This is an optimization exercise on Yosys and OpenROAD, whose aim is small area, a short achievable clock period and few clock cycles per item, not a production implementation. In this exercise RTL edits were held to simulation tests only and were not proved equivalent to the original. Power and IR drop assume default switching activity.

Setup of v39:
==> flow/design.v (excerpt) <==
module axi_block_bridge #(
  parameter int ADDR_WIDTH     = 64,
  parameter int AXI_DATA_WIDTH = 64,
  parameter int BLOCK_WIDTH    = 512
) (
  input  logic                        clk,
  input  logic                        arstn,
  input  logic                        i_start_read,
  input  logic                        i_start_write,
  input  logic [ADDR_WIDTH-1:0]       i_addr,
  input  logic [BLOCK_WIDTH-1:0]      i_data_block,
  output logic [BLOCK_WIDTH-1:0]      o_data_block,
  output logic                        o_read_last,
  output logic                        o_b_resp,
  output logic                        o_bus_error,
  output logic [ADDR_WIDTH-1:0]       m_araddr,
  output logic [7:0]                  m_arlen,
  output logic [2:0]                  m_arsize,
  output logic [1:0]                  m_arburst,
  output logic                        m_arvalid,
  input  logic                        m_arready,
  input  logic [AXI_DATA_WIDTH-1:0]   m_rdata,
  input  logic [1:0]                  m_rresp,
  input  logic                        m_rlast,
  input  logic                        m_rvalid,
  output logic                        m_rready,
  output logic [ADDR_WIDTH-1:0]       m_awaddr,
  output logic [7:0]                  m_awlen,
  output logic [2:0]                  m_awsize,
  output logic [1:0]                  m_awburst,
  output logic                        m_awvalid,
  input  logic                        m_awready,
  output logic [AXI_DATA_WIDTH-1:0]   m_wdata,
  output logic [AXI_DATA_WIDTH/8-1:0] m_wstrb,
  output logic                        m_wlast,
  output logic                        m_wvalid,
  input  logic                        m_wready,
  input  logic [1:0]                  m_bresp,
  input  logic                        m_bvalid,
  output logic                        m_bready
);
  localparam int BEATS = BLOCK_WIDTH / AXI_DATA_WIDTH;
  localparam int OFF_W = $clog2(BLOCK_WIDTH / 8);
  localparam logic [7:0] AX_LEN  = 8'(BEATS - 1);
  localparam logic [2:0] AX_SIZE = 3'($clog2(AXI_DATA_WIDTH / 8));
  ...
clock: 5.0 ns
lec_check: 0
cap_margin: 20
core_area: 3 3 307 307
cts_cluster_diameter: 70
cts_cluster_size: 25
die_area: 0 0 310 310
setup_slack_margin: 2.55
slew_margin: 20
standard.sh (not shown) runs the stock make flow with config.mk's settings and CLKGATE_MAP_FILE= SYNTH_SCRIPT=/design/flow/synth_recipe.tcl, a recipe that flattens the netlist after the stock synthesis.
==> flow/flow/run.sh <==
#!/bin/bash
# The standard ORFS layout, with plain buffers on the ports instead of the delay cells
# buffer_ports picks by default, and the top and bottom pins on met2 and met4, so the die
# can be small. Every ORFS step keeps its own log under orfs/logs/; make's output goes to
# make.log.
set -euo pipefail
bash standard.sh \
  BUFFER_PORTS_ARGS="-buffer_cell sky130_fd_sc_hd__buf_1" \
  IO_PLACER_V="met2 met4" \
  finish > make.log 2>&1
Testbench counts of v39, summed over its fixed seeds: cycles 47,467, items 3,200.
### v39 -> v52
Settings: changing CORE_AREA from 3 3 307 307 to 3 3 337 227; changing CTS_CLUSTER_SIZE from 25 to 30; changing CTS_CLUSTER_DIAMETER from 70 to 80; changing SETUP_SLACK_MARGIN from 2.55 to 2.7; changing DIE_AREA from 0 0 310 310 to 0 0 340 230.
==> flow/flow/run.sh <==
#!/bin/bash
# The standard ORFS layout, with plain buffers on the ports (instead of the delay cells
# buffer_ports picks by default) and the pins on the top and bottom edges only, one met2
# track apart, so the die can be small. Every ORFS step keeps its own log under orfs/logs/;
# make's output goes to make.log.
set -euo pipefail
bash standard.sh \
  BUFFER_PORTS_ARGS="-buffer_cell sky130_fd_sc_hd__buf_1" \
  PLACE_PINS_ARGS="-min_distance 1 -min_distance_in_tracks -exclude left:* -exclude right:*" \
  finish > make.log 2>&1
Findings:
- Stage in which a tool error killed v52: global routing.
- Comparing v39 with v52, the total of flip-flops plus latches after synthesis came out essentially unchanged.
- The pre-CTS worst setup slack of v52 exceeds that of v39 by 280 ps.
- Looking at floorplan die height across v52 and v39, the one that comes out lower is v52.
Setup changes, v52 to v6
Settings: DIE_AREA changed from 0 0 340 230 to 0 0 310 310; CORE_AREA changed from 3 3 337 227 to 3 3 307 307; SETUP_SLACK_MARGIN changed from 2.7 to 2.85.
==> flow/flow/run.sh <==
#!/bin/bash
# The standard ORFS layout, with plain buffers on the ports instead of the delay cells
# buffer_ports picks by default, and the top and bottom pins on met2 and met4, so the die
# can be small. Every ORFS step keeps its own log under orfs/logs/; make's output goes to
# make.log.
set -euo pipefail
bash standard.sh \
  BUFFER_PORTS_ARGS="-buffer_cell sky130_fd_sc_hd__buf_1" \
  IO_PLACER_V="met2 met4" \
  finish > make.log 2>&1
- v6 reached the final stage; the timing, DRC and antenna checks on its layout passed.
- v6 vs. v52: post-CTS setup buffer count went up by 96; maximum buffer depth of the clock tree ~0 delta; effective utilization at floorplan fell by 11 points.
- Routability-driven placement congestion ratio ended up about 3.5% lower on v6 than on v52.
- When v6 is measured against v52, its total CTS buffers turns out 14% higher.
- Compared with v52, in v6 number of instances in the placed design went up by 184, die width has decreased, sequential-to-total area share from yosys stat now sits at about the same level, placement row count climbed 29.
- Distinct cell type count of the synthesized netlist: v6 vs v52 identical
Modified inputs, v14 compared to v6
Settings: a change of SETUP_SLACK_MARGIN from 2.85 to 3.0; a change of CORE_AREA from 3 3 307 307 to 3 3 337 227; a change of DIE_AREA from 0 0 310 310 to 0 0 340 230.
==> flow/flow/run.sh <==
#!/bin/bash
# The standard ORFS layout, with plain buffers on the ports (instead of the delay cells
# buffer_ports picks by default) and the pins on the top and bottom edges only, one met2
# track apart, so the die can be small. Every ORFS step keeps its own log under orfs/logs/;
# make's output goes to make.log.
set -euo pipefail
bash standard.sh \
  BUFFER_PORTS_ARGS="-buffer_cell sky130_fd_sc_hd__buf_1" \
  PLACE_PINS_ARGS="-min_distance 1 -min_distance_in_tracks -exclude left:* -exclude right:*" \
  finish > make.log 2>&1
Notes after the runs:
- For v14, the flow was terminated by a tool error in global routing and produced no final design.
- Relative to v6, worst-case setup slack after placement has increased by 280 ps in v14.
- Sum of net half-perimeters after detailed placement (higher): v14
- v14 vs v6 — total instance count after detailed placement dropped by a few percent
- v14 ends up with lower placed instance area than v6 does.
- Cell row count, v14 and v6, lower one = v14.
> inputs changed (v14 -> v10)
Settings: a change of SETUP_SLACK_MARGIN from 3.0 to 2.7; a change of DIE_AREA from 0 0 340 230 to 0 0 410 410; a change of CORE_AREA from 3 3 337 227 to 3 3 407 407.
==> flow/flow/run.sh <==
#!/bin/bash
# The standard ORFS layout, with plain buffers on the ports instead of the delay cells
# buffer_ports picks by default. Every ORFS step keeps its own log under orfs/logs/;
# make's output goes to make.log.
set -euo pipefail
bash standard.sh \
  BUFFER_PORTS_ARGS="-buffer_cell sky130_fd_sc_hd__buf_1" \
  finish > make.log 2>&1
==> comparison <==
v10 finished every stage and its layout cleared the timing, DRC and antenna checks. v10 vs. v14: y dimension of the die went up by 78%; simple-gate portion of the synthesized area was more or less identical; placement row count went up by 66; die outline width went up by 21%. From v10 to v14, mux cell area share after synthesis did not move at all. Against v14, v10 reports a cell count after placement that is higher. Compared with v14, in v10 post-placement cell area now sits higher, number of instances resized during post-cts repair went down by 552, routability congestion estimate from global placement shows a reduction of 13%, synthesized instance count did not really move, number of setup buffers added after CTS has decreased.
Inputs modified between v10 and v33:
Settings: changing CORE_AREA from 3 3 407 407 to 3 3 307 307; changing DIE_AREA from 0 0 410 410 to 0 0 310 310; changing SETUP_SLACK_MARGIN from 2.7 to 3.0.
diff --git a/flow/flow/run.sh b/flow/flow/run.sh
--- a/flow/flow/run.sh
+++ b/flow/flow/run.sh
@@ -3,2 +3,3 @@
-# buffer_ports picks by default. Every ORFS step keeps its own log under orfs/logs/;
-# make's output goes to make.log.
+# buffer_ports picks by default, and the top and bottom pins on met2 and met4, so the die
+# can be small. Every ORFS step keeps its own log under orfs/logs/; make's output goes to
+# make.log.
@@ -7,0 +9 @@
+  IO_PLACER_V="met2 met4" \
Findings:
v33 against v10; wire length of the first global-routing pass is up by a few percent. Summary — switching power, v33 relative to v10: higher, by 0.000058 W. Compared with v10, v33 shows a lower shortest clock period the worst path allows after layout. Compared with v10, in v33 clock-pin slew on the worst setup and hold paths stayed essentially flat; global-route usage went up by 14 points; count of antenna diodes in the layout has increased; first-iteration DRC count up 340; non-clock buffer count increased by 58 relative to the old numbers. Compared with v10, in v33 wire length grew by about 4%; sequential share of layout area +0.18 points.

[re-timing with driven ports]
No port has a modelled driver above. Below, the same layouts with a new extraction and two added sets of constraints.
Step 1 (the two cells are an assumption about what drives the block):
set clk [get_ports {clk}]
set_driving_cell -lib_cell sky130_fd_sc_hd__clkbuf_16 $clk
set_driving_cell -lib_cell sky130_fd_sc_hd__buf_2 [delete_from_list [all_inputs] $clk]
Step 2 times the ports against the registers' clock, not the clock port: input delays grow and output delays shrink by t, the midpoint of the rising clock arrivals with the driver on.
a / b / c = ideal / step 1 / step 2; a / b = the first two.
run | shift t [ns] | setup slack, ns | worst data-port slew with drivers (ns)
v39 | 0.720 | 2.393 / 2.393 / 2.011 | 0.20
v6 | 0.706 | 2.666 / 2.599 / 2.130 | 0.21
v10 | 0.767 | 2.551 / 2.469 / 2.006 | 0.29
v33 | 0.701 | 2.665 / 2.599 / 2.499 | 0.21
After both steps setup and hold are still met in every run listed. The setup slack of v10, which loses most, moves by -0.082 ns with the drivers and by -0.545 ns with both steps.
